Background: an optimization exercise with open tools, aiming at a short achievable clock period and few clock cycles per item. Do not read the settings as production practice. Only simulation tests tie the RTL to the original design; equivalence was not proved. Power and IR drop assume default switching activity.

`flow/run.sh`:
```
#!/bin/bash
# synth_recipe.tcl (not shown) runs the flow's synth.tcl, then flattens the netlist and writes it again
# the make line also repeats each setting of config.mk as NAME=value (left out here)
make -C /OpenROAD-flow-scripts/flow DESIGN_CONFIG=/design/flow/config.mk WORK_HOME=/design/flow/orfs CLKGATE_MAP_FILE= SYNTH_SCRIPT=/design/flow/synth_recipe.tcl finish
```
`flow/config.mk`:
```
export PLATFORM = sky130hd
export DESIGN_NAME = mrv1_top
export DESIGN_NICKNAME = mrv1_top
export VERILOG_FILES = /design/flow/design.v
export SDC_FILE = /design/flow/constraint.sdc
export NUM_CORES = 4
export LEC_CHECK = 0
export CAP_MARGIN = 20
export CORE_MARGIN = 2
export CORE_UTILIZATION = 30
export PLACE_DENSITY = 0.5
export SLEW_MARGIN = 20
```
`flow/constraint.sdc`:
```
create_clock -name core_clock -period 6.5 [get_ports {clk_i}]
set_input_delay 1.3000 -clock core_clock [delete_from_list [all_inputs] [get_ports {clk_i}]]
set_output_delay 1.3000 -clock core_clock [all_outputs]
set_load 0.01 [all_outputs]
```
`flow/design.v`:
```
package mrv1_pkg;
    localparam int NUM_TW    = 4;
    localparam int TWID_W    = 2;
    localparam int DATA_W    = 32;
    localparam int RF_ADDR_W = 5;
    localparam int ITAG_W    = 3;
    localparam int IMM_W     = 16;
    localparam int CNT_W     = 16;
    typedef logic [TWID_W-1:0]    twid_t;
    typedef logic [DATA_W-1:0]    data_t;
    typedef logic [RF_ADDR_W-1:0] rf_addr_t;
    typedef logic [ITAG_W-1:0]    itag_t;
    typedef logic [IMM_W-1:0]     imm_t;
    typedef logic [CNT_W-1:0]     cnt_t;
    typedef enum logic [2:0] {
        ADD = 3'd0,
        SUB = 3'd1,
        AND = 3'd2,
        OR  = 3'd3,
        XOR = 3'd4,
        SLL = 3'd5,
        SRL = 3'd6,
        LDI = 3'd7
    } alu_op_e;
    typedef enum logic [1:0] {
        IDLE  = 2'd0,
        RUN   = 2'd1,
        STALL = 2'd2
    } issue_state_e;
    typedef struct packed {
        twid_t    twid;
        alu_op_e  op;
        rf_addr_t rd;
        rf_addr_t rs0;
        rf_addr_t rs1;
        imm_t     imm;
    } insn_t;
    typedef struct packed {
        logic     vld;
        twid_t    twid;
        alu_op_e  op;
        rf_addr_t rd;
        itag_t    itag;
        data_t    src0;
        data_t    src1;
    } exec_req_t;
    typedef struct packed {
        logic     vld;
        twid_t    twid;
        rf_addr_t rd;
        itag_t    itag;
        data_t    data;
    } retire_t;
endpackage
`timescale 1ns/1ps
module mrv1_tag_counter (
    input  logic            clk_i,
    input  logic            rst_down_w,
    input  logic            issue_i,
    input  logic            retire_i,
    output mrv1_pkg::itag_t itag_o,
    output mrv1_pkg::cnt_t  retire_cnt_o
);
    mrv1_pkg::itag_t itag_q;
    mrv1_pkg::cnt_t  cnt_q;
    always_ff @(posedge clk_i) begin
        if (rst_down_w) begin
            itag_q <= '0;
        end else if (issue_i) begin
            itag_q <= itag_q + mrv1_pkg::itag_t'(1);
        end
    end
    always_ff @(posedge clk_i) begin
        if (rst_down_w) begin
            cnt_q <= '0;
        end else if (retire_i && (cnt_q != '1)) begin
            cnt_q <= cnt_q + mrv1_pkg::cnt_t'(1);
        end
    end
    assign itag_o       = itag_q;
    assign retire_cnt_o = cnt_q;
endmodule
`timescale 1ns/1ps
module mrv1_issue_ctrl (
    input  logic                clk_i,
    input  logic                rst_down_w,
    input  logic                fetch_en_i,
    input  logic                insn_vld_i,
    input  mrv1_pkg::insn_t     insn_i,
    input  mrv1_pkg::itag_t     itag_i,
    input  mrv1_pkg::data_t     rf_rs0_data_i,
    input  mrv1_pkg::data_t     rf_rs1_data_i,
    input  mrv1_pkg::retire_t   alu_stage_i,
    input  mrv1_pkg::retire_t   ret_stage_i,
    output logic                insn_rdy_o,
    output logic                accept_o,
    output mrv1_pkg::twid_t     rf_twid_o,
    output mrv1_pkg::rf_addr_t  rf_rs0_addr_o,
    output mrv1_pkg::rf_addr_t  rf_rs1_addr_o,
    output mrv1_pkg::exec_req_t exec_req_o
);
    mrv1_pkg::issue_state_e state_q;
    mrv1_pkg::issue_state_e state_d;
    logic         src_vld;
    logic         hazard;
    mrv1_pkg::data_t        imm_ext;
    function automatic logic stage_match(input mrv1_pkg::retire_t stg, input mrv1_pkg::twid_t twid,
                                         input mrv1_pkg::rf_addr_t rs);
        stage_match = stg.vld && (stg.twid == twid) && (stg.rd != '0) && (stg.rd == rs);
    endfunction
    assign src_vld = (insn_i.op != mrv1_pkg::LDI);
    assign hazard = src_vld &&
                    (stage_match(alu_stage_i, insn_i.twid, insn_i.rs0) ||
                     stage_match(alu_stage_i, insn_i.twid, insn_i.rs1) ||
                     stage_match(ret_stage_i, insn_i.twid, insn_i.rs0) ||
                     stage_match(ret_stage_i, insn_i.twid, insn_i.rs1));
    always_comb begin
        state_d = state_q;
        case (state_q)
            mrv1_pkg::IDLE: begin
                if (fetch_en_i) begin
                    state_d = mrv1_pkg::RUN;
                end
            end
            mrv1_pkg::RUN: begin
                if (!fetch_en_i) begin
                    state_d = mrv1_pkg::IDLE;
                end else if (insn_vld_i && hazard) begin
                    state_d = mrv1_pkg::STALL;
                end
            end
            mrv1_pkg::STALL: begin
                if (!fetch_en_i) begin
                    state_d = mrv1_pkg::IDLE;
                end else if (!hazard) begin
                    state_d = mrv1_pkg::RUN;
                end
            end
            default: state_d = mrv1_pkg::IDLE;
        endcase
    end
    always_ff @(posedge clk_i) begin
        if (rst_down_w) begin
            state_q <= mrv1_pkg::IDLE;
        end else begin
            state_q <= state_d;
        end
    end
    assign insn_rdy_o = (state_q != mrv1_pkg::IDLE) && fetch_en_i && !hazard;
    assign accept_o   = insn_vld_i && insn_rdy_o;
    assign rf_twid_o     = insn_i.twid;
    assign rf_rs0_addr_o = insn_i.rs0;
    assign rf_rs1_addr_o = insn_i.rs1;
    assign imm_ext = {{(mrv1_pkg::DATA_W-mrv1_pkg::IMM_W){insn_i.imm[mrv1_pkg::IMM_W-1]}}, insn_i.imm};
    always_comb begin
        exec_req_o.vld  = accept_o;
        exec_req_o.twid = insn_i.twid;
        exec_req_o.op   = insn_i.op;
        exec_req_o.rd   = insn_i.rd;
        exec_req_o.itag = itag_i;
        exec_req_o.src0 = rf_rs0_data_i;
        exec_req_o.src1 = (insn_i.op == mrv1_pkg::LDI) ? imm_ext : rf_rs1_data_i;
    end
endmodule
`timescale 1ns/1ps
module mrv1_rf (
    input  logic               clk_i,
    input  logic               rst_down_w,
    input  mrv1_pkg::twid_t    rd_twid_i,
    input  mrv1_pkg::rf_addr_t rs0_addr_i,
    input  mrv1_pkg::rf_addr_t rs1_addr_i,
    input  logic               w_en_i,
    input  mrv1_pkg::twid_t    w_twid_i,
    input  mrv1_pkg::rf_addr_t w_addr_i,
    input  mrv1_pkg::data_t    w_data_i,
    output mrv1_pkg::data_t    rs0_data_o,
    output mrv1_pkg::data_t    rs1_data_o
);
    localparam int NUM_REGS = 2 ** mrv1_pkg::RF_ADDR_W;
    mrv1_pkg::data_t regs_q [mrv1_pkg::NUM_TW][NUM_REGS];
    always_ff @(posedge clk_i) begin
        if (rst_down_w) begin
            for (int t = 0; t < mrv1_pkg::NUM_TW; t++) begin
                for (int r = 0; r < NUM_REGS; r++) begin
                    regs_q[t][r] <= '0;
                end
            end
        end else if (w_en_i && (w_addr_i != '0)) begin
            regs_q[w_twid_i][w_addr_i] <= w_data_i;
        end
    end
    assign rs0_data_o = (rs0_addr_i == '0) ? '0 : regs_q[rd_twid_i][rs0_addr_i];
    assign rs1_data_o = (rs1_addr_i == '0) ? '0 : regs_q[rd_twid_i][rs1_addr_i];
endmodule
`timescale 1ns/1ps
module mrv1_alu (
    input  logic                clk_i,
    input  logic                rst_down_w,
    input  mrv1_pkg::exec_req_t exec_req_i,
    output mrv1_pkg::retire_t   alu_stage_o
);
    mrv1_pkg::exec_req_t req_q;
    mrv1_pkg::data_t     result;
    logic [4:0] shamt;
    always_ff @(posedge clk_i) begin
        if (rst_down_w) begin
            req_q.vld <= 1'b0;
        end else begin
            req_q.vld <= exec_req_i.vld;
        end
    end
    always_ff @(posedge clk_i) begin
        if (exec_req_i.vld) begin
            req_q.twid <= exec_req_i.twid;
            req_q.op   <= exec_req_i.op;
            req_q.rd   <= exec_req_i.rd;
            req_q.itag <= exec_req_i.itag;
            req_q.src0 <= exec_req_i.src0;
            req_q.src1 <= exec_req_i.src1;
        end
    end
    assign shamt = req_q.src1[4:0];
    always_comb begin
        case (req_q.op)
            mrv1_pkg::ADD:     result = req_q.src0 + req_q.src1;
            mrv1_pkg::SUB:     result = req_q.src0 - req_q.src1;
            mrv1_pkg::AND:     result = req_q.src0 & req_q.src1;
            mrv1_pkg::OR:      result = req_q.src0 | req_q.src1;
            mrv1_pkg::XOR:     result = req_q.src0 ^ req_q.src1;
            mrv1_pkg::SLL:     result = req_q.src0 << shamt;
            mrv1_pkg::SRL:     result = req_q.src0 >> shamt;
            mrv1_pkg::LDI:     result = req_q.src1;
            default: result = '0;
        endcase
    end
    always_comb begin
        alu_stage_o.vld  = req_q.vld;
        alu_stage_o.twid = req_q.twid;
        alu_stage_o.rd   = req_q.rd;
        alu_stage_o.itag = req_q.itag;
        alu_stage_o.data = result;
    end
endmodule
`timescale 1ns/1ps
module mrv1_retire (
    input  logic               clk_i,
    input  logic               rst_down_w,
    input  mrv1_pkg::retire_t  alu_stage_i,
    output mrv1_pkg::retire_t  retire_o,
    output logic               rf_w_en_o,
    output mrv1_pkg::twid_t    rf_w_twid_o,
    output mrv1_pkg::rf_addr_t rf_w_addr_o,
    output mrv1_pkg::data_t    rf_w_data_o
);
    mrv1_pkg::retire_t ret_q;
    always_ff @(posedge clk_i) begin
        if (rst_down_w) begin
            ret_q.vld <= 1'b0;
        end else begin
            ret_q.vld <= alu_stage_i.vld;
        end
    end
    always_ff @(posedge clk_i) begin
        if (alu_stage_i.vld) begin
            ret_q.twid <= alu_stage_i.twid;
            ret_q.rd   <= alu_stage_i.rd;
            ret_q.itag <= alu_stage_i.itag;
            ret_q.data <= alu_stage_i.data;
        end
    end
    assign retire_o = ret_q;
    assign rf_w_en_o   = ret_q.vld && (ret_q.rd != '0);
    assign rf_w_twid_o = ret_q.twid;
    assign rf_w_addr_o = ret_q.rd;
    assign rf_w_data_o = ret_q.data;
endmodule
`timescale 1ns/1ps
module mrv1_core (
    input  logic              clk_i,
    input  logic              rst_down_w,
    input  logic              fetch_en_i,
    input  logic              insn_vld_i,
    input  mrv1_pkg::insn_t   insn_i,
    output logic              insn_rdy_o,
    output mrv1_pkg::retire_t retire_o,
    output mrv1_pkg::cnt_t    retire_cnt_o
);
    logic      accept_w;
    mrv1_pkg::itag_t     itag_w;
    mrv1_pkg::twid_t     rf_twid_w;
    mrv1_pkg::rf_addr_t  rf_rs0_addr_w;
    mrv1_pkg::rf_addr_t  rf_rs1_addr_w;
    mrv1_pkg::data_t     rf_rs0_data_w;
    mrv1_pkg::data_t     rf_rs1_data_w;
    mrv1_pkg::exec_req_t exec_req_w;
    mrv1_pkg::retire_t   alu_stage_w;
    logic      rf_w_en_w;
    mrv1_pkg::twid_t     rf_w_twid_w;
    mrv1_pkg::rf_addr_t  rf_w_addr_w;
    mrv1_pkg::data_t     rf_w_data_w;
    mrv1_issue_ctrl issue0 (
        .clk_i         (clk_i),
        .rst_down_w    (rst_down_w),
        .fetch_en_i    (fetch_en_i),
        .insn_vld_i    (insn_vld_i),
        .insn_i        (insn_i),
        .itag_i        (itag_w),
        .rf_rs0_data_i (rf_rs0_data_w),
        .rf_rs1_data_i (rf_rs1_data_w),
        .alu_stage_i   (alu_stage_w),
        .ret_stage_i   (retire_o),
        .insn_rdy_o    (insn_rdy_o),
        .accept_o      (accept_w),
        .rf_twid_o     (rf_twid_w),
        .rf_rs0_addr_o (rf_rs0_addr_w),
        .rf_rs1_addr_o (rf_rs1_addr_w),
        .exec_req_o    (exec_req_w)
    );
    mrv1_tag_counter tag0 (
        .clk_i        (clk_i),
        .rst_down_w   (rst_down_w),
        .issue_i      (accept_w),
        .retire_i     (retire_o.vld),
        .itag_o       (itag_w),
        .retire_cnt_o (retire_cnt_o)
    );
    mrv1_rf rf0 (
        .clk_i      (clk_i),
        .rst_down_w (rst_down_w),
        .rd_twid_i  (rf_twid_w),
        .rs0_addr_i (rf_rs0_addr_w),
        .rs1_addr_i (rf_rs1_addr_w),
        .w_en_i     (rf_w_en_w),
        .w_twid_i   (rf_w_twid_w),
        .w_addr_i   (rf_w_addr_w),
        .w_data_i   (rf_w_data_w),
        .rs0_data_o (rf_rs0_data_w),
        .rs1_data_o (rf_rs1_data_w)
    );
    mrv1_alu alu0 (
        .clk_i       (clk_i),
        .rst_down_w  (rst_down_w),
        .exec_req_i  (exec_req_w),
        .alu_stage_o (alu_stage_w)
    );
    mrv1_retire ret0 (
        .clk_i       (clk_i),
        .rst_down_w  (rst_down_w),
        .alu_stage_i (alu_stage_w),
        .retire_o    (retire_o),
        .rf_w_en_o   (rf_w_en_w),
        .rf_w_twid_o (rf_w_twid_w),
        .rf_w_addr_o (rf_w_addr_w),
        .rf_w_data_o (rf_w_data_w)
    );
endmodule
`timescale 1ns/1ps
module mrv1_top (
    input  logic        clk_i,
    input  logic        rst_down_w,
    input  logic        fetch_en_i,
    input  logic        insn_vld_i,
    input  logic [1:0]  insn_twid_i,
    input  logic [2:0]  insn_op_i,
    input  logic [4:0]  insn_rd_i,
    input  logic [4:0]  insn_rs0_i,
    input  logic [4:0]  insn_rs1_i,
    input  logic [15:0] insn_imm_i,
    output logic        insn_rdy_o,
    output logic        retire_vld_o,
    output logic [1:0]  retire_twid_o,
    output logic [4:0]  retire_rd_o,
    output logic [2:0]  retire_itag_o,
    output logic [31:0] retire_data_o,
    output logic [15:0] retire_cnt_o
);
    mrv1_pkg::insn_t   insn_w;
    mrv1_pkg::retire_t retire_w;
    always_comb begin
        insn_w.twid = insn_twid_i;
        insn_w.op   = mrv1_pkg::alu_op_e'(insn_op_i);
        insn_w.rd   = insn_rd_i;
        insn_w.rs0  = insn_rs0_i;
        insn_w.rs1  = insn_rs1_i;
        insn_w.imm  = insn_imm_i;
    end
    mrv1_core core0 (
        .clk_i        (clk_i),
        .rst_down_w   (rst_down_w),
        .fetch_en_i   (fetch_en_i),
        .insn_vld_i   (insn_vld_i),
        .insn_i       (insn_w),
        .insn_rdy_o   (insn_rdy_o),
        .retire_o     (retire_w),
        .retire_cnt_o (retire_cnt_o)
    );
    assign retire_vld_o  = retire_w.vld;
    assign retire_twid_o = retire_w.twid;
    assign retire_rd_o   = retire_w.rd;
    assign retire_itag_o = retire_w.itag;
    assign retire_data_o = retire_w.data;
endmodule
```
==> results.txt <==
CTS tree yes; vias after detailed routing 151,400; Layout Nets 15,620; Setup Skew 100.5 ps; RD Place Congestion 0.9786; share of layout cells above drive strength 1 24.63%; Clock Path Buffers 4; global-route met2 utilization 38.54%; fin cells 26,140; P_leak 92.53 nW; asr flop ratio synth 0%; fillcell total 73,610; Seq/Total Area, Yosys 55.01%; area of the multi-input gates 0.09860 mm^2; global-route met1 utilization 33.13%; worst min path class register to register; DP Area 0.2473 mm^2; Max Fclk 174.3 MHz; ys flop type edfxtp_1; post-layout min period 5737 ps; initial DRC count 22,960; Worst VDD drop 0.2402 mV; die area 0.7768 mm^2; kind of critical path register to register; Avg Cell Area, Syn 14.78 um^2; TritonCTS buffer count 462; Final Cycle Share 88.26%; Synth area leaders edfxtp_1 55%, mux4_2 19%, and2_1 11%; CP endpoint kind register; Min Hold Slack 425.9 ps; setup TNS 0 ps; # IOs 100; Std-Cell Rows 322; CP max-delay cell a2111oi_0; antenna violations before repair 163; DP Worst Slack 569.4 ps; clock tree root buffer cell clkbuf_16; placed cell count 25,220; clk sinks 4,238; post-cts gate resize count 0; Hold-fix buffers, CTS 0; pwr dens 251.4 mW/mm^2; vias per std cell 5.792; final worst setup slack 762.9 ps; synthesis-to-finish area growth 13.63%; initial core utilization 30.07%; All-Layer GR Usage 25.22%; Die W 881.3 um; largest net degree at the start of global routing 125; critical path fanouts, max 11; power after layout 65.96 mW; Least-Margin Pin Slew 1388 ps; Hold Violations, Final 0; core region area 0.7679 mm^2; routed wire length per instance 38.53 um; DRC errors left 0; Core Util, Final 34.17%; Final ANT Viol Nets 0; Final Instance Area 0.2624 mm^2; Most Used Layer, Global Route met2; first-pass GRT wire length 1,347,000 um; CP cell instances or4_1 -> nor2_1 -> nand4b_1 -> nor2_1 -> a21oi_1 -> xnor2_1 -> ha_1 -> and3_1 -> nand4_1 -> a2111oi_0 -> o21ai_0 -> buf_4 -> and4_2 -> or4_1; vias in the first global route 148,400; Final setup viols 0; cell accounting for the most synthesized area edfxtp_1; crit-path max cell delay 910 ps; RSZ-0062 raised after global routing no; detailed placer's ending HPWL 622,300 um; PortBufs 99; Post-synth EDFFs 4,215; Slew Limit Headroom 6.669%; flip-flop and latch area 0.1270 mm^2; met3 usage 6.144%; DRT Wirelength 1,007,000 um; Critical Path AT 6620 ps; clock latency on the worst-skew pair 1140 ps; GR Overflow Total 0; max cap viols 0; die height 881.3 um; unique cell type count in the Yosys netlist 83; Syn Std Cell Area 0.2309 mm^2; clock slew at reported path FFs 80 ps; cell count after synthesis 15,630; Setup crit start kind register; Yosys top cell area share 54.81%; H-tree level count 5; Initial DRT Pass Iterations 6; Worst Path Required 7380 ps; Post-CTS Setup Bufs 0; status no timing/DRC/antenna violations; Seq cells post-synth 4,238; Slew Viols, Final 0; Synth warnings 6
-- critical path, delay by kind of cell, from the launching register on --
kind | cells | cell delay, ps
buffers and inverters | 1 | 200
xor gates and xnor gates | 1 | 160
AOI/OAI and AO/OA | 3 | 1270
adders and majority gates | 1 | 540
DFF | 1 | 570
and+or+nand+nor | 8 | 2760
-- layer usage --
| layer | wire, um | vias to the layer above |
|---|---|---|
| li1 | - | 60030 |
| met3 | 105200 | 1941 |
| met2 | 448600 | 9122 |
| met5 | 221 | - |
| met4 | 65060 | 32 |
| met1 | 388000 | 80260 |
-- flip-flops by register name (all words and copies together) (netlist names) --
| name | flops |
|---|---|
| core0.alu0.req_q | 78 |
| core0.issue0.state_q | 2 |
| core0.ret0.ret_q | 43 |
| core0.rf0.regs_q | 4096 |
| core0.tag0.cnt_q | 16 |
| core0.tag0.itag_q | 3 |
-- final cells by class --
cell class,count,area share [%]
diodes,66,0.06294
well taps,10210,4.867
clock inverters,260,0.9852
repair buffers,930,3.316
inverters,82,0.1245
multi-input cells,9770,37.58
flip-flops and latches,4238,48.41
clock buffers,585,4.653
-- cell usage after synthesis (all sizes together) (15+ instances only) --
library cell and count:
nand2 200, a221o 37, a31oi 37, a21o 39, a22oi 60, nand3 100, xor2 17, a221oi 29
mux4 1993, nor3 117, clkbuf 1214, nor4 17, a21oi 284, xnor2 66, edfxtp 4215, a211oi 59
nor2b 20, or3 15, and2 3990, o21ai 190, ha 99, mux2 83, o31ai 19, mux2i 893
nand4 25, o22ai 243, nor2 362, or2 133, dfxtp 23, o221ai 279, o211ai 44, buf 448
inv 80
-- worst paths after layout --
| check | startpoint | end | slack (ps) | cells after the start |
|---|---|---|---|---|
| min reg2reg | core0.alu0.req_q[66]$_DFFE_PP_ | core0.ret0.ret_q[34]$_DFFE_PP_ | 430 | 0 |
| min | core0.alu0.req_q[66]$_DFFE_PP_ | core0.ret0.ret_q[34]$_DFFE_PP_ | 430 | 0 |
| max reg2reg | core0.alu0.req_q[5]$_DFFE_PP_ | core0.ret0.ret_q[28]$_DFFE_PP_ | 760 | 14 |
| max | core0.alu0.req_q[5]$_DFFE_PP_ | core0.ret0.ret_q[28]$_DFFE_PP_ | 760 | 14 |
-- power breakdown --
part / internal, mW / switching, mW
Sequential: 30.9 / 0.471
Clock: 14.8 / 12.0
Combinational: 2.77 / 5.05
-- cell families (layout without fill, tap and decap cells) --
group / count (synthesis) / after routing / synth area share [%]
and+or+nand+nor: 5036 / 5036 / 12.95
DFF: 4238 / 4238 / 55.01
muxes: 2969 / 2969 / 23.71
buffers and inverters: 1744 / 1857 / 3.124
AOI/OAI and AO/OA: 1454 / 1454 / 4.341
adders and majority gates: 100 / 100 / 0.5451
xor gates and xnor gates: 83 / 83 / 0.3148
other: 1 / 194 / 0.001624
-- placed cells by master (no fill, tap or decap), types with 29 or more instances in the layout --
cell type	synthesis	routed
clkinv_1	2	106
nor2_1	362	233
o21ai_0	190	181
conb_1	1	128
mux4_2	1993	1993
edfxtp_1	4215	4215
clkbuf_16	0	467
a221oi_1	29	29
and2_1	3990	3989
nor2_4	0	125
buf_4	105	713
clkbuf_1	1213	110
a21oi_1	284	279
nor3_1	117	104
a22oi_1	60	58
inv_1	77	74
clkdlybuf4s50_1	0	87
xnor2_1	66	66
o221ai_1	279	277
buf_12	0	110
mux2_2	83	83
a221o_1	37	37
nand3_1	100	97
nand2_1	200	193
a31oi_1	37	36
a211oi_1	59	50
diode_2	0	66
clkinv_2	0	76
ha_1	99	99
a21o_1	38	38
o211ai_1	44	44
o22ai_1	243	241
mux2i_1	893	890
or2_2	133	112
bufinv_16	0	38
Testbench counts, summed over its fixed seeds: cycles 32,266, items 24,000.

-- port drivers added, routing unchanged --
Ports are ideal in the flow. The routed layout listed here was re-timed in OpenROAD.
Step 1: set_driving_cell puts a clkbuf_16 on clk_i and a buf_2 on each other input, an assumption about the parent block.
Step 2, shift: input delay + t, output delay - t, t = (earliest + latest rising clock arrival at the registers) / 2. This alone moves slack from input paths to output paths.
Three values: no drivers, after step 1, after step 2; two values: the first two.
shift t [ns]: 1.235
slack for setup (ns): 0.763 / 0.763 / -0.042
worst hold slack (ns): 0.426 / 0.426 / 0.426
Met with ideal ports but missed after step 2: setup timing in this run. The setup slack of this run moves by 0.000 ns with the drivers and by -0.805 ns with both steps.
